What follows belongs to an exercise in optimizing a design on an open flow for small area; a production flow would make more cautious choices.
In this exercise RTL edits were held to simulation tests only and were not proved equivalent to the original.
Power figures rest on the tool's default switching activity, not on a simulated workload.

==> run a <==
## ahb_config_bridge
module ahb_config_bridge
(
	input  logic        Hclk,
	input  logic        Hresetn,
	input  logic [1:0]  Htrans,
	input  logic [2:0]  Hsize,
	input  logic        Hwrite,
	input  logic [31:0] Haddr,
	input  logic [31:0] Hwdata,
	input  logic        Hreadyin,
	input  logic        Hreadyout_in,
	output logic [1:0]  Hresp,
	output logic        Hreadyout,
	output logic [3:0]  Pselx_out,
	output logic        valid,
	output logic [31:0] config_reg_data
);
==> module ahb_config_bridge, before the edit <==
module ahb_config_bridge
(
	input  logic        Hclk,
	input  logic        Hresetn,
	input  logic [1:0]  Htrans,
	input  logic [2:0]  Hsize,
	input  logic        Hwrite,
	input  logic [31:0] Haddr,
	input  logic [31:0] Hwdata,
	input  logic        Hreadyin,
	input  logic        Hreadyout_in,
	output logic [1:0]  Hresp,
	output logic        Hreadyout,
	output logic [3:0]  Pselx_out,
	output logic        valid,
	output logic [31:0] config_reg_data
);
	localparam logic [127:0] RESET_BASE = ahb_cfg_pkg::RESET_BASE;
	localparam logic [127:0] RESET_SIZE = ahb_cfg_pkg::RESET_SIZE;
	logic       err_first;     
	logic       err_last;      
	logic       error_flag;
	logic [1:0] prev_trans;    
	logic [1:0] last_size;     
	logic       last_write;
	logic [3:0] wr_code;       
	logic       ready;         
	logic busy, active, cfg_hit, accept;
	assign busy    = err_first | err_last;
	assign active  = Htrans[1];
	assign cfg_hit = (Haddr[31:4] == 28'd0) && (!Haddr[3] || (Haddr[2:0] == 3'd0));
	assign accept  = Hreadyin && active && !busy;
	logic oversize, misaligned, seq_after_idle, burst_change;
	assign oversize       = Hsize[2] || (Hsize[1] && Hsize[0]);
	assign misaligned     = !cfg_hit && ((Hsize[0] && Haddr[0]) || (Hsize[1] && (Haddr[1] || Haddr[0])));
	assign seq_after_idle = (Htrans == 2'b11) && (prev_trans == 2'b00);
	assign burst_change   = (Htrans == 2'b11) && (prev_trans == 2'b10) &&
		((Hsize[1:0] != last_size) || (Hwrite != last_write));
	always_ff @(posedge Hclk or negedge Hresetn)
	begin
		if (!Hresetn)
		begin
			err_first  <= 1'b0;
			err_last   <= 1'b0;
			error_flag <= 1'b0;
			prev_trans <= 2'b00;
			wr_code    <= 4'd0;
			ready      <= 1'b0;
		end
		else
		begin
			ready      <= 1'b1;
			err_first  <= !busy && error_flag;
			err_last   <= err_first;
			error_flag <= accept && (oversize || misaligned || seq_after_idle || burst_change);
			if (Hreadyin)
				prev_trans <= Htrans;
			if (Hreadyin || error_flag)
				wr_code <= (accept && cfg_hit && Hwrite) ? Haddr[3:0] : 4'd0;
		end
	end
	assign Hresp     = {busy, 1'b0};
	assign Hreadyout = !err_first && (err_last || (active && Hwrite && cfg_hit) || Hreadyout_in);
	assign valid     = accept && !(Hwrite && cfg_hit);
	always_ff @(posedge Hclk)
	begin
		if (accept)
		begin
			last_size  <= {Hsize[2] | Hsize[1], Hsize[2] | Hsize[0]};
			last_write <= Hwrite;
		end
	end
	logic        wr_go;
	logic [31:0] nq   [1:8];
	logic [31:0] rv   [1:8];    
	assign wr_go = Hreadyin && !error_flag && !busy;
	genvar w;
	generate
		for (w = 1; w <= 8; w++)
		begin : g_word
			if (w % 2 == 1)
				assign rv[w] = RESET_BASE[(w/2)*32 +: 32];
			else
				assign rv[w] = RESET_SIZE[(w/2-1)*32 +: 32];
			always_ff @(posedge Hclk)
			begin
				if (!ready || (wr_go && wr_code == 4'(w)))
					nq[w] <= ready ? ~Hwdata : ~rv[w];
			end
		end
	endgenerate
	genvar k, i;
	generate
		for (k = 0; k < 4; k++)
		begin : g_win
			logic [31:0] nb, ns, smn;
			logic [32:0] kn, cn, ge;
			assign nb = nq[2*k+1];
			assign ns = nq[2*k+2];
			assign kn[0] = 1'b1;
			assign cn[0] = 1'b1;
			assign ge[0] = 1'b1;
			for (i = 0; i < 32; i++)
			begin : g_bit
				assign smn[i]  = nb[i] ^ ns[i] ^ Haddr[i];
				assign kn[i+1] = (nb[i] & ns[i]) | (nb[i] & Haddr[i]) | (ns[i] & Haddr[i]);
				assign cn[i+1] = (smn[i] & kn[i]) | ((smn[i] | kn[i]) & cn[i]);
				assign ge[i+1] = (Haddr[i] & nb[i]) | ((Haddr[i] | nb[i]) & ge[i]);
			end
			assign Pselx_out[k] = ready ? (!(kn[32] && cn[32]) && ge[32]) :
				((Haddr[31:10] == RESET_BASE[k*32+10 +: 22]) && (Haddr[9:0] != 10'h3ff));
		end
	endgenerate
	logic        rd_en;
	logic [8:1]  rsel;         
	logic [8:1]  csel;         
	logic [31:0] rd_word;
	assign rd_en = accept && cfg_hit && !Hwrite;
	always_comb
	begin
		rd_word = '0;
		for (int j = 1; j <= 8; j++)
		begin
			rsel[j] = rd_en && ready && (Haddr[3:0] == 4'(j));
			csel[j] = rd_en && !ready && (Haddr[3:0] == 4'(j));
			rd_word = rd_word | ({32{rsel[j]}} & ~nq[j]) | ({32{csel[j]}} & rv[j]);
		end
	end
	always_ff @(posedge Hclk or negedge Hresetn)
	begin
		if (!Hresetn)
			config_reg_data <= '0;
		else
			config_reg_data <= rd_word;
	end
endmodule
clock: 10.0 ns
lec_check: 0
cap_margin: 20
core_margin: 2
core_utilization: 60
slew_margin: 20
standard.sh (not shown) runs the stock make flow with config.mk's settings and CLKGATE_MAP_FILE= SYNTH_SCRIPT=/design/flow/synth_recipe.tcl, a recipe that flattens the netlist after the stock synthesis.
==> flow/flow/run.sh <==
#!/bin/bash
# Layout flow: the standard ORFS flow (standard.sh) with three changes:
#  - synthesis is the standard flow's script (synth_recipe.tcl, so synth -nofsm -noshare, flatten and the
#    renames are unchanged), but ABC maps the logic with flow/area.abc; flip-flops are mapped
#    by dfflibmap before ABC runs, so the registers are those of the standard synthesis
#  - every input and output port still gets a buffer, of the cell in PORT_BUF
#  - CTS uses clkbuf_8 with small sink clusters and no dummy loads
# Each tool's output is in flow.log and in ORFS's per-step logs under orfs/logs.
set -euo pipefail
W=$(pwd)
F=$W/flow
PORT_BUF=${PORT_BUF:-sky130_fd_sc_hd__buf_1}

sed 's#^  log_cmd abc {\*}\$abc_args#  set abc_args [lreplace $abc_args 1 1 '"$F"'/area.abc]\n  log_cmd abc {*}$abc_args#' \
	"$FLOW_HOME/scripts/synth.tcl" > "$W/my_synth.tcl"
grep -q 'area.abc' "$W/my_synth.tcl"
sed 's#source $::env(SCRIPTS_DIR)/synth.tcl#source '"$W"'/my_synth.tcl#' "$W/synth_recipe.tcl" > "$W/my_synth_recipe.tcl"
grep -q 'my_synth.tcl' "$W/my_synth_recipe.tcl"
sed 's#SYNTH_SCRIPT=[^ ]*#SYNTH_SCRIPT='"$W"'/my_synth_recipe.tcl#' "$W/standard.sh" > "$W/my_standard.sh"
grep -q 'my_synth_recipe.tcl' "$W/my_standard.sh"

export BUFFER_PORTS_ARGS="-buffer_cell $PORT_BUF"
export CTS_ARGS="-sink_clustering_enable -repair_clock_nets -dont_use_dummy_load -buf_list {sky130_fd_sc_hd__clkbuf_8} -sink_clustering_size 16 -sink_clustering_max_diameter 60 -sink_clustering_levels 1"

bash "$W/my_standard.sh" > "$W/flow.log" 2>&1
==> flow/flow/area.abc <==
&get -n
&st
&syn2
&dch
&nf -a -R 1000
&st
&syn2
&dch
&nf -a -R 1000
&put
topo
stime -c
==> run b (differences from run a) <==
--- a/flow/design.v
+++ b/flow/design.v
@@ -101,2 +101,5 @@
 	assign wr_go = Hreadyin && !error_flag && !busy;
+	logic [31:0] wd_rv0, wd_rv1;
+	assign wd_rv0 = ~(Hwdata & {32{ready}});
+	assign wd_rv1 = ~Hwdata & {32{ready}};
 	genvar w;
@@ -112,3 +115,3 @@
 				if (!ready || (wr_go && wr_code == 4'(w)))
-					nq[w] <= ready ? ~Hwdata : ~rv[w];
+					nq[w] <= (rv[w] & wd_rv1) | (~rv[w] & wd_rv0);
 			end
==> flow/flow/area.abc (replaced) <==
&get -n
&st
&syn3
&dch
&nf -a -R 1000
&put
topo
stime -c
Settings changed: CORE_UTILIZATION 60 to 65.
==> run c (differences from run a) <==
--- a/flow/flow/run.sh
+++ b/flow/flow/run.sh
@@ -22,3 +22,3 @@
 export BUFFER_PORTS_ARGS="-buffer_cell $PORT_BUF"
-export CTS_ARGS="-sink_clustering_enable -repair_clock_nets -dont_use_dummy_load -buf_list {sky130_fd_sc_hd__clkbuf_8} -sink_clustering_size 16 -sink_clustering_max_diameter 60 -sink_clustering_levels 1"
+export CTS_ARGS="-sink_clustering_enable -repair_clock_nets -dont_use_dummy_load -buf_list {sky130_fd_sc_hd__clkbuf_8} -sink_clustering_size 16 -sink_clustering_max_diameter 50"
 
==> summary.txt <==
Fraction of the yosys area taken by sequential cells: run b 56.40%; run c 56.11%; run a 56.11%
Width of the chip: run b 159.2 um; run c 165.9 um; run a 165.9 um
Total area of multi-input combinational cells: run b 0.006822 mm^2; run c 0.006925 mm^2; run a 0.006925 mm^2
Critical Path AT: run b 7.09 ns; run c 7.46 ns; run a 7.42 ns
Status: run b timing/DRC/antenna clean; run c timing/DRC/antenna clean; run a timing/DRC/antenna clean
Via count of the first global-routing pass: run b 12.25k; run c 11.88k; run a 11.84k
Overall Power: run b 2.409 mW; run c 2.459 mW; run a 2.427 mW
GRT met3 Usage: run b 9.013%; run c 7.698%; run a 7.769%
Proportion of synthesized area in mux cells: run b 0.1439%; run c 0.2863%; run a 0.2863%
Detailed placement HPWL: run b 32.18 mm; run c 31.97 mm; run a 31.97 mm
Global-route layer with the greatest usage: run b met2; run c met1; run a met2
Timing-limited maximum frequency: run b 0.1100 GHz; run c 0.1057 GHz; run a 0.1061 GHz
Non-clock inverter count in the final layout: run b 20; run c 16; run a 16
Top-area cell type share of the netlist area: run b 49.68%; run c 49.43%; run a 49.43%
Number of ordinary and repair buffers in the finished layout: run b 138; run c 134; run a 134
Final hold slack: run b 0.4063 ns; run c 0.3870 ns; run a 0.4072 ns
Layout multi-input combinational cell count: run b 813; run c 852; run a 852
Cell area power density: run b 140.9 mW/mm^2; run c 142.6 mW/mm^2; run a 141.2 mW/mm^2
Flop pwr share: run b 60.9%; run c 59.7%; run a 60.5%
Clock network power: run b 0.595 mW; run c 0.647 mW; run a 0.615 mW
Clock latency on the worst-skew pair: run b 0.60 ns; run c 0.62 ns; run a 0.60 ns
Compound-Gate Fraction of Synth Area: run b 20.99%; run c 20.10%; run a 20.10%
Placed instance count: run b 1590; run c 1638; run a 1638
Buffers plus inverters on the worst setup path: run b 2; run c 4; run a 4
Cell-internal power: run b 1.774 mW; run c 1.813 mW; run a 1.779 mW
VDD IR max: run b 121.3 uV; run c 137.8 uV; run a 120.8 uV
Overall fraction of global-route tracks in use: run b 37.52%; run c 35.28%; run a 35.37%

## static timing again, ports no longer ideal
Ports are ideal in the flow. The routed layouts listed here were re-timed in OpenROAD.
Step 1, drivers: a clkbuf_16 drives Hclk and a buf_2 each remaining input, both assumed.
Step 2 also shifts input and output timing later by t, the mid clock arrival at the registers, as if the neighbouring blocks saw the same clock.
Three values: ideal, step 1, step 2; two values: the first two.
run	shift t [ns]	setup WS [ns]	pins driven straight from the clock port
run a	0.622	0.578 / 0.558 / 0.558	1
run b	0.617	0.911 / 0.871 / 0.871	1
run c	0.635	0.536 / 0.516 / 0.516	1
After both steps setup and hold are still met in every run listed. The setup slack of run b, which loses most, moves by -0.040 ns with the drivers and by -0.040 ns with both steps.
